What follows belongs to an exercise in optimizing a design on an open flow for small area, a short achievable clock period and few clock cycles per item; a production flow would make more cautious choices.
RTL that was checked went through simulation tests only; none was proved equivalent to the original.

Setup of beta:
Design fft_top, start of the top module:
module fft_top (
	input  logic             i_clk,
	input  logic             i_arst_n,
	input  logic             i_in_valid,
	output logic             o_in_ready,
	input  fft_pkg::sample_t i_in_re,
	input  fft_pkg::sample_t i_in_im,
	output logic             o_out_valid,
	input  logic             i_out_ready,
	output fft_pkg::sample_t o_out_re,
	output fft_pkg::sample_t o_out_im,
	output logic             o_out_last
);
	localparam fft_pkg::addr_t LAST = fft_pkg::addr_t'(16 - 1);
	localparam fft_pkg::addr_t LB   = fft_pkg::addr_t'(fft_pkg::LAT_B);
	fft_pkg::addr_t wcnt;
	logic           wpar;
	logic           avail;      
	logic           in_rdy;
	fft_pkg::addr_t pos;        
	logic           rpar;
	logic           adv;        
	logic [2:0]     sc;         
	logic           cur_data;   
	logic           ft_a, ft_b, ft_c;  
	logic           skid_full_next;
	fft_pkg::addr_t ra, ra_n;   
	logic           take, wdone, boundary, data_now, rdone, start;
	logic           push;
	fft_pkg::addr_t wcnt_n, pos_n;
	logic           wpar_n, rpar_n, avail_n, cur_data_n;
	logic           ft_a_n, ft_b_n, ft_c_n;
	logic [2:0]     sc_n;
	logic           active_n, adv_n, reading_n, in_rdy_n, empty;
	logic           av0, av1, adv0, adv1, rdy0, rdy1;
	fft_pkg::addr_t wa_n;
	logic [16-1:0] wsel, wsel_n;  
	logic           ev, ev_n, ex_last, ex_last_n;
	always_comb begin
  ...
Size: about 6300 cells after synthesis, roughly 1500 flip-flops, ~71 I/O pins, about 0.076 mm^2 of cells after synthesis.
Settings: LEC_CHECK=0, CAP_MARGIN=20, CORE_MARGIN=2, CORE_UTILIZATION=30, SLEW_MARGIN=20; clock period 13.5 ns.
run.sh (not shown) runs the stock make flow with config.mk's settings and CLKGATE_MAP_FILE= SYNTH_SCRIPT=/design/flow/synth_recipe.tcl, a recipe that flattens the netlist after the stock synthesis.
The flow did not stop early for beta: all stages ran, and the layout cleared the timing, DRC and antenna checks.
For gamma, these inputs were changed with respect to beta:
==> flow/flow/run.sh (new file) <==
#!/bin/bash
# Standard layout, with the timing repair aiming for more setup slack than
# the clock period needs.
set -e
cd "$(dirname "$0")/.."
export SETUP_SLACK_MARGIN=8
bash standard.sh > standard.log 2>&1
==> flow/standard.sh (new file) <==
#!/bin/bash
# synth_recipe.tcl (not shown) runs the flow's synth.tcl, then flattens the netlist and writes it again
# the make line also repeats each setting of config.mk as NAME=value (left out here)
make -C /OpenROAD-flow-scripts/flow DESIGN_CONFIG=/design/flow/config.mk WORK_HOME=/design/flow/orfs CLKGATE_MAP_FILE= SYNTH_SCRIPT=/design/flow/synth_recipe.tcl "${@:-finish}"
removed: flow/run.sh
Results
- For the core utilization, gamma came in 0.16 points higher than beta did.
- Compared with beta, gamma shows a lower final period utilization.
- Diff beta -> gamma: wire length closely matched the old numbers, worst-case setup margin in the final layout grew by 840 ps, non-clock buffer count up 4.9%, mean number of vias per cell rose 0.029.
- A cell type of the slowest stage on the worst timing path of sky130_fd_sc_hd__a2111oi_0 is what beta shows, while sky130_fd_sc_hd__xnor2_1 belongs to gamma.
No run of this note included a check of the RTL's function; only the layout flow was run.


run 1:
fft_top, a different RTL version from the one above (not shown whole).
Size in the first run: roughly 7,600 cells after synthesis, ~1,500 flip-flops, ~71 I/O pins.
export LEC_CHECK = 0
export ABC_AREA = 1
export CAP_MARGIN = 20
export CORE_MARGIN = 2
export CORE_UTILIZATION = 50
export SLEW_MARGIN = 20
create_clock -name core_clock -period 13.5 [get_ports {i_clk}]
standard.sh (not shown) runs the stock make flow with config.mk's settings and CLKGATE_MAP_FILE= SYNTH_SCRIPT=/design/flow/synth_recipe.tcl, a recipe that flattens the netlist after the stock synthesis.
==> flow/flow/run.sh <==
#!/bin/bash
# Standard layout, with the timing repair aiming for more setup slack than
# the clock period needs.
set -e
cd "$(dirname "$0")/.."
export SETUP_SLACK_MARGIN=9.5
bash standard.sh > standard.log 2>&1
Testbench counts of run 1, summed over its fixed seeds: cycles 1,344, frames 64.
Inputs modified between run 1 and run 2:
Settings: a change of CORE_UTILIZATION from 50 to 30; a deleted ABC_AREA that had been 1.
Notes after the runs:
Run 1 has a higher proportion of cell area occupied by registers than run 2. Height of the chip: run 2 > run 1. Net count reported at finish in run 2 is 17% below run 1. Weighted congestion reported at the end of routability-driven placement, run 2 vs run 1: up slightly. Compared with run 1, in run 2 final hold slack decreased by 0.043 ns relative to the old numbers; total stage count of the critical path decreased by 5 relative to the old numbers; share of cells above drive strength 1 increased by 5.9 points relative to the old numbers; time the final worst path needs with I/O delays and setup increased by 0.15 ns relative to the old numbers; total instance count after detailed placement decreased by 2.0% relative to the old numbers. When run 2 is set beside run 1, its buffering stage count on the worst path with inverters included turns out to be 3 smaller. Count of non-filler cells in the finished layout delta for run 2 relative to run 1: 1.5% lower.
[inputs] run 3 vs run 2
Settings: CORE_UTILIZATION: 30 -> 50.
Results
- Final cell count in run 3 is 1,316 below run 2.
- Final cycle utilization of the critical path in run 3 vs run 2: down 0.82 points
- Run 3 and run 2 ended up with nearly the same total length of routed met2 wires.
- From run 2 to run 3 the numbers moved as follows: clock tree buffer count of the final layout went up, last weighted congestion value of the routability-driven placer saw an increase, global routing met1 resource utilization went up 15 points, signed area change from the synthesized netlist to the final layout fell by 1.7 points, cell area shrank by about 1.5%.
- Row initial core utilization: run 3 higher / run 2 lower
- On tightest slew margin relative to the limit: between run 3 and run 2, it ends up lower for run 3.
#### Input delta (run 4 over run 3)
-- flow/flow/run.sh --
<<< run 3, line 5
cd "$(dirname "$0")/.."
export SETUP_SLACK_MARGIN=9.5
bash standard.sh > standard.log 2>&1
>>> run 4, line 5
cd "$(dirname "$0")/.."
export SETUP_SLACK_MARGIN=10.5
bash standard.sh > standard.log 2>&1
- Run 4 has global-route wire length before repair above what run 3 had.
- Run 3 reports its capture point of the critical path as u_engine.cs2_s_im[8] while run 4 reports u_engine.cs3_s_im[7].
- Clock input transition at the sequential cells of the worst setup and hold paths across run 3 and run 4: no real change.
- Compared run 4 vs run 3, and average wire length per cell after detail routing is up in run 4.
- Cmp run 3 and run 4 / sequential share of layout area / lower: run 4
- Compared with run 3, run 4 shows a cell area after layout that is 8.3% higher.
- Compared with run 3, run 4 shows multi-input combinational gate total that has gone up slightly.
- When run 4 is measured against run 3, its final critical-path required period turns out 0.047 ns higher.
- Run 4 against run 3: overall global routing resource usage went up 3.0 points; critical path depth went up 1.


fft_top, a different RTL version from the one above (not shown whole).
Size in the first run: ~71 I/O pins, about 78,000 um^2 of cells after synthesis.
export LEC_CHECK = 0
export CAP_MARGIN = 20
export CORE_MARGIN = 2
export CORE_UTILIZATION = 50
export CTS_CLUSTER_DIAMETER = 100
export CTS_CLUSTER_SIZE = 24
export SLEW_MARGIN = 20
create_clock -name core_clock -period 13.5 [get_ports {i_clk}]
==> flow/flow/run.sh <==
#!/bin/bash
# Standard layout, with the timing repair aiming for more setup slack than
# the clock period needs.
set -e
cd "$(dirname "$0")/.."
export SETUP_SLACK_MARGIN=9.5
bash standard.sh > standard.log 2>&1
Testbench counts at the start, summed over its fixed seeds: cycles 1,296, frames 64.
Then changed:
--- a/flow/config.mk
+++ b/flow/config.mk
@@ -7,2 +7,3 @@
 export LEC_CHECK = 0
+export ABC_AREA = 1
 export CAP_MARGIN = 20
@@ -10,4 +11,2 @@
 export CORE_UTILIZATION = 50
-export CTS_CLUSTER_DIAMETER = 100
-export CTS_CLUSTER_SIZE = 24
 export SLEW_MARGIN = 20
Outcome:
- design area goes up by a few percent
- worst setup slack gets worse by 0.086 ns
- fmax goes down by a few percent
- count of clock-buffer cells in the layout goes up by 100
- clock skew goes up by 0.0096 ns
- sequential share of layout area goes down by 2.0 points
- hold slack gets worse by 0.033 ns
- utilization goes up by 1.4 points
Then changed:
--- a/flow/flow/run.sh
+++ b/flow/flow/run.sh
@@ -5,3 +5,3 @@
 cd "$(dirname "$0")/.."
-export SETUP_SLACK_MARGIN=9.5
+export SETUP_SLACK_MARGIN=9.2
 bash standard.sh > standard.log 2>&1
--- a/flow/config.mk
+++ b/flow/config.mk
@@ -7,6 +7,5 @@
 export LEC_CHECK = 0
-export ABC_AREA = 1
 export CAP_MARGIN = 20
 export CORE_MARGIN = 2
-export CORE_UTILIZATION = 50
+export CORE_UTILIZATION = 60
 export SLEW_MARGIN = 20
Count of clock-buffer cells in the layout falls by 6. Cell area goes down by about 3.3%. Worst setup slack got worse by 0.16 ns. Routed wire length fell by 6.1%. Die area shrinks by 18%.


wip/ember:
Starting RTL as in the previous note.
Settings: LEC_CHECK=0, CAP_MARGIN=20, CORE_MARGIN=2, CORE_UTILIZATION=50, CTS_CLUSTER_DIAMETER=100, CTS_CLUSTER_SIZE=20, SLEW_MARGIN=20; clock period 13.5 ns.
==> flow/flow/run.sh <==
#!/bin/bash
# Standard layout, with the timing repair aiming for more setup slack than
# the clock period needs.
set -e
cd "$(dirname "$0")/.."
export SETUP_SLACK_MARGIN=9.5
bash standard.sh > standard.log 2>&1
Testbench counts of wip/ember, summed over its fixed seeds: cycles 1,296, frames 64.
diff inputs: wip/ember => wip/cedar
Settings: CTS_CLUSTER_DIAMETER: 100 -> unset; CTS_CLUSTER_SIZE: 20 -> unset.
--- outcome ---
Antenna diode instance count: wip/cedar vs wip/ember up 1. wip/cedar vs. wip/ember: layout-stage area growth over the synthesis result increased 3.6 points, starting DRC count in detailed routing decreased 171. Diff wip/ember -> wip/cedar: sequential share of layout area fell by 1.5 points. The final reports for wip/cedar and wip/ember show met2 global-route usage higher in the former.

separate check: timing with driven ports:
The results above use ideal ports. As a check the final layouts listed here were re-extracted and re-timed, cells and wires unchanged. Step 1: set_driving_cell puts a clkbuf_16 on i_clk and a buf_2 on each other input, an assumption about the parent block. Step 2 also shifts input and output timing later by t, the mid clock arrival at the registers, as if the neighbouring blocks saw the same clock. Three values: ideal, step 1, step 2; two values: the first two.
| run | shift t [ns] | setup WS [ns] | hold WS [ns] | cell pins on the clock port's net |
|---|---|---|---|---|
| beta | 0.873 | 7.387 / 7.387 / 7.387 | 0.310 / 0.310 / 0.310 | 1 |
| gamma | 0.879 | 8.229 / 8.229 / 8.077 | 0.292 / 0.292 / 0.292 | 1 |
| run 1 | 0.867 | 9.161 / 9.161 / 8.826 | 0.317 / 0.317 / 0.317 | 1 |
| run 2 | 0.877 | 9.015 / 9.015 / 8.934 | 0.274 / 0.274 / 0.274 | 1 |
| run 3 | 0.868 | 9.125 / 9.125 / 8.967 | 0.298 / 0.298 / 0.298 | 1 |
| run 4 | 0.873 | 9.078 / 9.078 / 9.078 | 0.305 / 0.305 / 0.305 | 1 |
| the first run of note 3 | 0.786 | 9.483 / 9.414 / 8.990 | 0.321 / 0.321 / 0.321 | 1 |
| the second run of note 3 | 0.887 | 9.397 / 9.314 / 8.777 | 0.288 / 0.288 / 0.288 | 1 |
| the third run of note 3 | 0.853 | 9.238 / 9.205 / 8.724 | 0.281 / 0.281 / 0.281 | 1 |
| wip/ember | 0.809 | 9.453 / 9.374 / 8.974 | 0.321 / 0.321 / 0.321 | 1 |
| wip/cedar | 0.873 | 9.419 / 9.344 / 8.970 | 0.304 / 0.304 / 0.304 | 1 |
After both steps setup and hold are still met in every run listed. For the second run of note 3, which loses most, drivers alone change the setup slack by -0.083 ns; drivers and shift together by -0.620 ns.
